This design comes from an exercise in tuning for small area, a short achievable clock period and few clock cycles on the open sky130 flow, not from production work. Only simulation tests tie the RTL to the original design; equivalence was not proved. Power figures rest on the tool's default switching activity, not on a simulated workload.

==> design/flow/design.v <==
package ale_pkg;
  localparam int unsigned Capacity = 128;
  typedef enum logic [3:0] {
    OP_CLEAR   = 4'd0,
    OP_GET     = 4'd1,
    OP_LOCATE  = 4'd2,
    OP_PRIOR   = 4'd3,
    OP_NEXT    = 4'd4,
    OP_INSERT  = 4'd5,
    OP_DELETE  = 4'd6,
    OP_REVERSE = 4'd7,
    OP_ROTATE  = 4'd8
  } opcode_e;
  typedef enum logic [1:0] {
    ST_OK   = 2'd0,
    ST_BAD  = 2'd1,
    ST_FULL = 2'd2
  } status_e;
  typedef enum logic [3:0] {
    S_IDLE,
    S_READ,
    S_SRCH,
    S_SHIFT,
    S_FLIPA,
    S_FLIPB,
    S_FLIPC,
    S_FLIPD,
    S_DONE
  } state_e;
endpackage
module ale_store #(
  parameter int unsigned Capacity = ale_pkg::Capacity,
  localparam int unsigned AddrW   = $clog2(Capacity)
) (
  input  logic              clk_i,
  input  logic              we_i,
  input  logic [AddrW-1:0]  waddr_i,
  input  logic [31:0]       wdata_i,
  input  logic [AddrW-1:0]  raddr_i,
  output logic [31:0]       rdata_o
);
  logic [31:0] mem_q [Capacity];
  always_ff @(posedge clk_i) begin
    if (we_i) begin
      mem_q[waddr_i] <= wdata_i;
    end
    rdata_o <= mem_q[raddr_i];
  end
endmodule
module array_list_engine #(
  parameter int unsigned CAPACITY = ale_pkg::Capacity,
  localparam int unsigned AddrW   = $clog2(CAPACITY),
  localparam int unsigned LenW    = $clog2(CAPACITY + 1)
) (
  input  logic        clk_i,
  input  logic        rst_ni,
  input  logic        in_valid_i,
  output logic        in_ready_o,
  input  logic [3:0]  opcode_i,
  input  logic [7:0]  position_i,
  input  logic signed [31:0] value_i,
  output logic        out_valid_o,
  input  logic        out_ready_i,
  output logic [1:0]  status_o,
  output logic signed [31:0] data_o,
  output logic [7:0]  found_index_o,
  output logic [7:0]  count_o,
  output logic        is_empty_o
);
  ale_pkg::state_e state_q, state_d;
  logic [LenW-1:0]  len_q, len_d;
  logic [3:0]       op_q;
  logic [LenW-1:0]  pos_q;
  logic [31:0]      val_q;
  logic [LenW-1:0]  lo_q, lo_d, hi_q, hi_d;
  logic [1:0]       pass_q, pass_d;
  logic [31:0]      tmp_q, tmp_d;
  logic [1:0]       st_q, st_d;
  logic [31:0]      dat_q, dat_d;
  logic [LenW-1:0]  fnd_q, fnd_d;
  logic             we;
  logic [AddrW-1:0] waddr, raddr;
  logic [31:0]      wdata, rdata;
  ale_store #(.Capacity(CAPACITY)) u_store (
    .clk_i  (clk_i),
    .we_i   (we),
    .waddr_i(waddr),
    .wdata_i(wdata),
    .raddr_i(raddr),
    .rdata_o(rdata)
  );
  logic accept;
  assign in_ready_o  = (state_q == ale_pkg::S_IDLE);
  assign accept      = in_valid_i && in_ready_o;
  assign out_valid_o = (state_q == ale_pkg::S_DONE);
  logic [LenW+7:0] p_w, l_w;
  assign p_w = (LenW+8)'(position_i);
  assign l_w = (LenW+8)'(len_q);
  always_ff @(posedge clk_i or negedge rst_ni) begin
    if (!rst_ni) begin
      state_q <= ale_pkg::S_IDLE;
      len_q   <= '0;
    end else begin
      state_q <= state_d;
      len_q   <= len_d;
    end
  end
  always_ff @(posedge clk_i) begin
    if (accept) begin
      op_q  <= opcode_i;
      pos_q <= (p_w > l_w + 1) ? LenW'(0) : LenW'(position_i);
      val_q <= value_i;
    end
    lo_q   <= lo_d;
    hi_q   <= hi_d;
    pass_q <= pass_d;
    tmp_q  <= tmp_d;
    st_q   <= st_d;
    dat_q  <= dat_d;
    fnd_q  <= fnd_d;
  end
  always_comb begin
    state_d = state_q;
    len_d   = len_q;
    lo_d    = lo_q;
    hi_d    = hi_q;
    pass_d  = pass_q;
    tmp_d   = tmp_q;
    st_d    = st_q;
    dat_d   = dat_q;
    fnd_d   = fnd_q;
    we      = 1'b0;
    waddr   = AddrW'(lo_q);
    wdata   = rdata;
    raddr   = AddrW'(lo_q);
    case (state_q)
      ale_pkg::S_IDLE: begin
        if (accept) begin
          st_d    = ale_pkg::ST_OK;
          dat_d   = '0;
          fnd_d   = '0;
          state_d = ale_pkg::S_DONE;
          case (opcode_i)
            ale_pkg::OP_CLEAR: len_d = '0;
            ale_pkg::OP_GET, ale_pkg::OP_DELETE: begin
              if (p_w >= 1 && p_w <= l_w) begin
                raddr   = AddrW'(position_i - 8'd1);
                lo_d    = LenW'(position_i - 8'd1);
                state_d = ale_pkg::S_READ;
              end else st_d = ale_pkg::ST_BAD;
            end
            ale_pkg::OP_PRIOR: begin
              if (p_w >= 2 && p_w <= l_w) begin
                raddr   = AddrW'(position_i - 8'd2);
                state_d = ale_pkg::S_READ;
              end else st_d = ale_pkg::ST_BAD;
            end
            ale_pkg::OP_NEXT: begin
              if (p_w >= 1 && p_w < l_w) begin
                raddr   = AddrW'(position_i);
                state_d = ale_pkg::S_READ;
              end else st_d = ale_pkg::ST_BAD;
            end
            ale_pkg::OP_LOCATE: begin
              if (len_q != 0) begin
                raddr   = '0;
                lo_d    = '0;
                state_d = ale_pkg::S_SRCH;
              end
            end
            ale_pkg::OP_INSERT: begin
              if (p_w < 1 || p_w > l_w + 1) st_d = ale_pkg::ST_BAD;
              else if (len_q >= LenW'(CAPACITY)) st_d = ale_pkg::ST_FULL;
              else begin
                hi_d    = len_q;
                raddr   = AddrW'(len_q - 1'b1);
                state_d = ale_pkg::S_SHIFT;
              end
            end
            ale_pkg::OP_REVERSE: begin
              if (len_q > 1) begin
                lo_d    = '0;
                hi_d    = len_q - 1'b1;
                pass_d  = 2'd2;
                state_d = ale_pkg::S_FLIPA;
              end
            end
            ale_pkg::OP_ROTATE: begin
              if (p_w >= 1 && p_w < l_w) begin
                lo_d    = '0;
                hi_d    = LenW'(position_i - 8'd1);
                pass_d  = 2'd0;
                state_d = ale_pkg::S_FLIPA;
              end else st_d = ale_pkg::ST_BAD;
            end
            default: st_d = ale_pkg::ST_BAD;
          endcase
        end
      end
      ale_pkg::S_READ: begin
        dat_d = rdata;
        if (op_q == ale_pkg::OP_DELETE) begin
          lo_d    = lo_q;
          raddr   = AddrW'(lo_q + 1'b1);
          state_d = (lo_q + 1'b1 < len_q) ? ale_pkg::S_SHIFT : ale_pkg::S_DONE;
          if (lo_q + 1'b1 >= len_q) len_d = len_q - 1'b1;
        end else state_d = ale_pkg::S_DONE;
      end
      ale_pkg::S_SRCH: begin
        if (rdata == val_q) begin
          fnd_d   = lo_q + 1'b1;
          state_d = ale_pkg::S_DONE;
        end else if (lo_q + 1'b1 >= len_q) state_d = ale_pkg::S_DONE;
        else begin
          lo_d  = lo_q + 1'b1;
          raddr = AddrW'(lo_q + 1'b1);
        end
      end
      ale_pkg::S_SHIFT: begin
        if (op_q == ale_pkg::OP_INSERT) begin
          if (hi_q < pos_q) begin
            we      = 1'b1;
            waddr   = AddrW'(pos_q - 1'b1);
            wdata   = val_q;
            len_d   = len_q + 1'b1;
            state_d = ale_pkg::S_DONE;
          end else begin
            we    = 1'b1;
            waddr = AddrW'(hi_q);
            wdata = rdata;
            hi_d  = hi_q - 1'b1;
            raddr = AddrW'(hi_q - 2'd2);
          end
        end else begin
          we    = 1'b1;
          waddr = AddrW'(lo_q);
          wdata = rdata;
          if (lo_q + 2'd2 >= len_q) begin
            len_d   = len_q - 1'b1;
            state_d = ale_pkg::S_DONE;
          end else begin
            lo_d  = lo_q + 1'b1;
            raddr = AddrW'(lo_q + 2'd2);
          end
        end
      end
      ale_pkg::S_FLIPA: begin
        if (lo_q < hi_q) begin
          raddr   = AddrW'(lo_q);
          state_d = ale_pkg::S_FLIPB;
        end else if (pass_q == 2'd0) begin
          lo_d   = pos_q;
          hi_d   = len_q - 1'b1;
          pass_d = 2'd1;
        end else if (pass_q == 2'd1) begin
          lo_d   = '0;
          hi_d   = len_q - 1'b1;
          pass_d = 2'd2;
        end else state_d = ale_pkg::S_DONE;
      end
      ale_pkg::S_FLIPB: begin
        tmp_d   = rdata;
        raddr   = AddrW'(hi_q);
        state_d = ale_pkg::S_FLIPC;
      end
      ale_pkg::S_FLIPC: begin
        we      = 1'b1;
        waddr   = AddrW'(lo_q);
        wdata   = rdata;
        state_d = ale_pkg::S_FLIPD;
      end
      ale_pkg::S_FLIPD: begin
        we      = 1'b1;
        waddr   = AddrW'(hi_q);
        wdata   = tmp_q;
        lo_d    = lo_q + 1'b1;
        hi_d    = hi_q - 1'b1;
        state_d = ale_pkg::S_FLIPA;
      end
      ale_pkg::S_DONE: begin
        if (out_ready_i) state_d = ale_pkg::S_IDLE;
      end
      default: state_d = ale_pkg::S_IDLE;
    endcase
  end
  always_comb begin
    status_o      = st_q;
    data_o        = dat_q;
    found_index_o = 8'(fnd_q);
    count_o       = 8'(len_q);
    is_empty_o    = (len_q == '0);
  end
endmodule
==> design/flow/run.sh <==
#!/bin/bash
# synth_recipe.tcl (not shown) runs the flow's synth.tcl, then flattens the netlist and writes it again
# the make line also repeats each setting of config.mk as NAME=value (left out here)
make -C /OpenROAD-flow-scripts/flow DESIGN_CONFIG=/design/flow/config.mk WORK_HOME=/design/flow/orfs CLKGATE_MAP_FILE= SYNTH_SCRIPT=/design/flow/synth_recipe.tcl finish
==> design/flow/config.mk <==
export PLATFORM = sky130hd
export DESIGN_NAME = array_list_engine
export DESIGN_NICKNAME = array_list_engine
export VERILOG_FILES = /design/flow/design.v
export SDC_FILE = /design/flow/constraint.sdc
export NUM_CORES = 4
export LEC_CHECK = 0
export CAP_MARGIN = 20
export CORE_MARGIN = 2
export CORE_UTILIZATION = 40
export SLEW_MARGIN = 20
export SYNTH_MEMORY_MAX_BITS = 8192
==> design/flow/constraint.sdc <==
create_clock -name core_clock -period 10.0 [get_ports {clk_i}]
set_input_delay 2.0000 -clock core_clock [delete_from_list [all_inputs] [get_ports {clk_i}]]
set_output_delay 2.0000 -clock core_clock [all_outputs]
set_load 0.01 [all_outputs]
==> notes.md <==
[synthesized netlist by cell type, types with 49 or more instances]
library cell / number / area share, %
sky130_fd_sc_hd__edfxtp_1: 4232 / 75
sky130_fd_sc_hd__nand2_1: 2181 / 4.8
sky130_fd_sc_hd__nand3_1: 957 / 2.8
sky130_fd_sc_hd__mux2i_1: 392 / 2.3
sky130_fd_sc_hd__mux4_2: 372 / 4.9
sky130_fd_sc_hd__nor2_1: 334 / 0.74
sky130_fd_sc_hd__a21oi_1: 290 / 0.85
sky130_fd_sc_hd__buf_2: 243 / 0.71
sky130_fd_sc_hd__clkbuf_1: 207 / 0.46
sky130_fd_sc_hd__o22ai_1: 166 / 0.61
sky130_fd_sc_hd__o21ai_0: 115 / 0.34
sky130_fd_sc_hd__a22oi_1: 90 / 0.40
sky130_fd_sc_hd__inv_1: 88 / 0.19
sky130_fd_sc_hd__buf_4: 78 / 0.34
sky130_fd_sc_hd__nor3_1: 72 / 0.21
sky130_fd_sc_hd__ha_1: 61 / 0.45
sky130_fd_sc_hd__and3_1: 57 / 0.21
sky130_fd_sc_hd__a31oi_1: 52 / 0.19
sky130_fd_sc_hd__nor4_1: 52 / 0.19
sky130_fd_sc_hd__buf_1: 51 / 0.11
sky130_fd_sc_hd__nand4_1: 49 / 0.18
[critical path, delay by kind of cell (launching register included)]
family | cells | cell delay (ps)
xor+xnor | 1 | 580
compound gates | 6 | 2090
flops | 1 | 710
simple gates | 9 | 3860
fa+ha+maj | 2 | 720
buf+inv | 3 | 640
[worst max path at each step]
| stage | slack, ps | startpoint | end |
|---|---|---|---|
| floorplan | 1120 | hi_q[1] | u_store.mem_q[0][29] |
| global placement | 50 | position_i[0] | u_store.rdata_o[26] |
| detailed placement | 790 | position_i[0] | u_store.rdata_o[27] |
| CTS | 1390 | lo_q[1] | u_store.rdata_o[27] |
| global route | 1020 | lo_q[1] | u_store.rdata_o[27] |
| finish | 1180 | lo_q[1] | u_store.rdata_o[27] |
[metrics by stage]
stage          cell area, sq um  power, W  instances  utilization (%)
5_1_grt                  194000    0.0672      17300             45.8
4_1_cts                  194000    0.0650      17300             45.8
2_1_floorplan            170000    0.0374      10900                -
3_3_place_gp             180000    0.0490      16500             42.6
6_report                 194000    0.0654      17300             45.8
3_5_place_dp             181000    0.0494      16500             42.6
[final cells by class]
cell class | count | area [sq um]
repair buffers | 579 | 5230
flip-flops and latches | 4276 | 128000
diodes | 19 | 47.5
fillers | 36400 | 230000
clock buffers | 543 | 11300
clock inverters | 241 | 2270
multi-input cells | 5925 | 39900
well taps | 5663 | 7090
inverters | 89 | 415
[power groups by stage]
| stage | clock network, W | registers [W] | logic (W) |
|---|---|---|---|
| after floorplan | 0 | 0.0234 | 0.0141 |
| after global placement | 0 | 0.0234 | 0.0256 |
| after detailed placement | 0 | 0.0234 | 0.0260 |
| after CTS | 0.0159 | 0.0231 | 0.0261 |
| after global routing | 0.0165 | 0.0231 | 0.0275 |
| final | 0.0157 | 0.0231 | 0.0266 |
[sequential cells by signal, indices dropped and copies added, names as in the netlist]
| name | cells |
|---|---|
| u_store.mem_q | 4096 |
| dat_q | 32 |
| tmp_q | 32 |
| u_store.rdata_o | 32 |
| val_q | 32 |
| fnd_q | 8 |
| hi_q | 8 |
| len_q | 8 |
| lo_q | 8 |
| pos_q | 8 |
| op_q | 4 |
| state_q | 4 |
| pass_q | 2 |
| st_q | 2 |
[logic make-up after synthesis]
logic type	after synthesis	synth area share [%]
AOI/OAI and AO/OA	1156	4.68
xor gates and xnor gates	77	0.396
adders and majority gates	61	0.448
buffers and inverters	721	2.20
DFF	4276	75.1
muxes	784	7.35
and+or+nand+nor	3847	9.78
[metal layers]
layer  GRT usage, %  vias to the layer above  part of all wire (%)
met5              0                        -                 0.012
met4           11.7                       10                   5.5
met3           5.83                     1016                    12
met2           38.3                     6347                    45
met1           33.6                    53300                    38
li1               -                    42900                     -
[layout by cell type (no fill, tap or decap), types with 32 or more instances in the layout]
master,synthesis,routed
sky130_fd_sc_hd__nand3_1,957,947
sky130_fd_sc_hd__mux4_2,372,372
sky130_fd_sc_hd__buf_4,78,428
sky130_fd_sc_hd__clkinv_2,0,84
sky130_fd_sc_hd__mux2i_1,392,391
sky130_fd_sc_hd__edfxtp_1,4232,4232
sky130_fd_sc_hd__o21ai_0,115,102
sky130_fd_sc_hd__a31oi_1,52,52
sky130_fd_sc_hd__clkinv_1,0,81
sky130_fd_sc_hd__nor4_1,52,50
sky130_fd_sc_hd__a211oi_1,46,43
sky130_fd_sc_hd__a32oi_1,35,35
sky130_fd_sc_hd__bufinv_16,0,33
sky130_fd_sc_hd__and2_1,41,41
sky130_fd_sc_hd__and3_1,57,56
sky130_fd_sc_hd__nor2_1,334,196
sky130_fd_sc_hd__a21oi_1,290,288
sky130_fd_sc_hd__nand2_1,2181,2168
sky130_fd_sc_hd__dfxtp_1,32,32
sky130_fd_sc_hd__a22oi_1,90,90
sky130_fd_sc_hd__buf_12,1,48
sky130_fd_sc_hd__nand4_1,49,49
sky130_fd_sc_hd__o22ai_1,166,165
sky130_fd_sc_hd__clkbuf_1,207,98
sky130_fd_sc_hd__xnor2_1,39,39
sky130_fd_sc_hd__nor3_1,72,70
sky130_fd_sc_hd__clkbuf_16,0,430
sky130_fd_sc_hd__clkdlybuf4s50_1,0,100
sky130_fd_sc_hd__ha_1,61,61
sky130_fd_sc_hd__a222oi_1,32,32
sky130_fd_sc_hd__nor2_4,2,135
sky130_fd_sc_hd__xor2_1,38,38
sky130_fd_sc_hd__inv_1,88,56
==> results_tabular.tex <==
\begin{tabular}{lr}
\hline
Metric & Value \\
\hline
\multicolumn{2}{l}{\textbf{Power and ir drop}} \\
Combinational power share & 40.6\% \\
Relative contribution of sequential cells to total power & 35.3\% \\
Switching power as a share of total power & 40.9\% \\
Power Dens Cells & 337 nW/um\^{}2 \\
Leakage & 64.0 nW \\
Internal power & 0.0387 W \\
P\_sw & 0.0267 W \\
Maximum resistive drop on vdd & 383 uV \\
Fraction of power consumed by the clock network & 24.0\% \\
\multicolumn{2}{l}{\textbf{GRT}} \\
Global-route wire length before repair & 766,000 microns \\
Largest net degree at the start of global routing & 140 \\
Total GRT Usage & 24.9\% \\
Number of global-route vias before repair & 98,400 \\
Initial antenna violation count & 30 \\
Total global routing overflow & 0 \\
\multicolumn{2}{l}{\textbf{Clock network}} \\
Number of levels the H-tree was split into & 5 \\
Hold-fix buffer count after cts & 0 \\
Maximum buffer depth of the clock tree & 4 \\
Root buffer cell & sky130\_fd\_sc\_hd\_\_clkbuf\_16 \\
Num CTS Buffers & 423 \\
Clock sink count & 4,276 \\
Clock network latency to the later pin of the worst-skew pair & 1000 ps \\
Clock-pin transition on the worst setup and hold timing paths & 60 ps \\
CTS tree & done \\
Buffers inserted by post-CTS timing repair & 0 \\
Number of gates given a new drive strength after cts & 0 \\
\multicolumn{2}{l}{\textbf{Drt}} \\
Mean number of vias per cell & 5.97 \\
Remaining antenna violation count after routing & 0 \\
Wire length reported by the detailed router & 554,000 microns \\
Post-route DRC violation count & 0 \\
Number of DRC violations after detailed-routing iteration 0 & 16,300 \\
Number of iterations in the first detailed-routing pass & 7 \\
DR vias & 104,000 \\
Average detailed-routed wire length per instance & 31.9 microns \\
\multicolumn{2}{l}{\textbf{Finish}} \\
Number of nets at the end of the flow & 11,400 \\
Area growth syn-to-layout & 14.0\% \\
Layout cell share with drive strength beyond 1 & 14.8\% \\
\multicolumn{2}{l}{\textbf{Setup path}} \\
Startpoint of the worst-slack reg-to-reg timing path & lo\_q[1] \\
Critical path startpoint category & flip-flop \\
Data required time of the critical path & 10,870 ps \\
Type of the setup path with the least slack & flip-flop to flip-flop \\
CP max stage delay & 860 ps \\
Reg-to-reg critical path endpoint & u\_store.rdata\_o[27] \\
Slowest cell on the critical path & sky130\_fd\_sc\_hd\_\_nand3\_1 \\
Capturing element type of the critical path & flip-flop \\
Worst-path fanout max & 21 \\
Reg2reg path depth & 21 \\
Signal arrival time at the worst endpoint & 9690 ps \\
Worst-case register-to-register setup slack & 1180 ps \\
Cells along the critical path & ha\_1 > and3\_1 > nand4\_1 > xor2\_1 > inv\_1 > ha\_1 > nand4\_1 > or3\_1 > o211ai\_1 > o21ba\_2 > a31oi\_1 > nand2\_1 > o32ai\_1 > nand2\_4 > nand3\_2 > buf\_4 > buf\_4 > o22ai\_1 > o21ai\_0 > nand3\_1 > nor3\_1 \\
\multicolumn{2}{l}{\textbf{Place}} \\
Input/output buffers & 100 \\
DP HPWL & 335,000 microns \\
Setup slack at placement & 788 ps \\
Gpl congestion & 0.952 \\
\multicolumn{2}{l}{\textbf{Hold path}} \\
Cell depth of the worst min-delay path & 2 \\
Source of the worst hold timing path & pos\_q[7] \\
Worst Hold Endpoint & lo\_q[7] \\
Worst hold path class & flip-flop to flip-flop \\
\multicolumn{2}{l}{\textbf{Flow run}} \\
Maximum Capacitance Violations & 0 \\
\multicolumn{2}{l}{\textbf{Synth}} \\
Fraction of registers with async set/reset & 0.281\% \\
Post-synthesis sequential element count & 4,276 \\
Yosys warning total & 2 \\
Syn\_nets & 11,000 \\
Post-synth EDFFs & 4,232 \\
Synth Cell Area & 170,000 sq um \\
Cell count after synthesis & 10,900 \\
Prevailing post-synth register cell & sky130\_fd\_sc\_hd\_\_edfxtp\_1 \\
Portion of the post-synthesis area used by sequential elements & 75.1\% \\
Mean instance size in the synthesized netlist & 15.6 sq um \\
Unique masters post-synth & 99 \\
\multicolumn{2}{l}{\textbf{Timing}} \\
Post-route clock period utilization & 88.2\% \\
Worst clock skew & 81.6 ps \\
Final slew viol count & 0 \\
Highest clock rate & 113 MHz \\
Total Neg Setup Slack & 0 ps \\
PnR worst setup slack & 1180 ps \\
Crit path time final & 8820 ps \\
Slew margin rel. & 17.6\% \\
Setup repair after global routing missed its margin & no \\
Transition time at the pin with the least slew margin & 1230 ps \\
Hold\_ws & 639 ps \\
Number of hold violations in the final report & 0 \\
Setup violations, final & 0 \\
\multicolumn{2}{l}{\textbf{Outcome}} \\
Status & complete, no violations \\
\multicolumn{2}{l}{\textbf{Floorplan}} \\
Standard cell core area & 424,000 sq um \\
I/O Pins & 101 \\
Starting Density & 40.2\% \\
Y dimension of the die & 657 microns \\
Die footprint & 431,000 sq um \\
Horizontal die dimension & 657 microns \\
Number of rows in the core area & 239 \\
\hline
\end{tabular}
Testbench counts, summed over its fixed seeds: cycles 130,626.

==> what the ideal ports hide <==
The flow's constraints put no driver on any port. The routed layout listed below was extracted and timed again, unchanged, in two steps.
Step 1 (the two cells are an assumption about what drives the block):
set clk [get_ports {clk_i}]
set_driving_cell -lib_cell sky130_fd_sc_hd__clkbuf_16 $clk
set_driving_cell -lib_cell sky130_fd_sc_hd__buf_2 [delete_from_list [all_inputs] $clk]
Step 2 also shifts input and output timing later by t, the mid clock arrival at the registers, as if the neighbouring blocks saw the same clock.
a / b / c = ideal ports / drivers / drivers and shift; a / b = the first two.
shift t [ns]: 1.085
setup WS [ns]: 1.185 / 1.185 / 0.526
clock arrival spread, ns: 0.088 / 0.089
After both steps this run still meets setup and hold. The setup slack of this run moves by 0.000 ns with the drivers and by -0.659 ns with both steps.
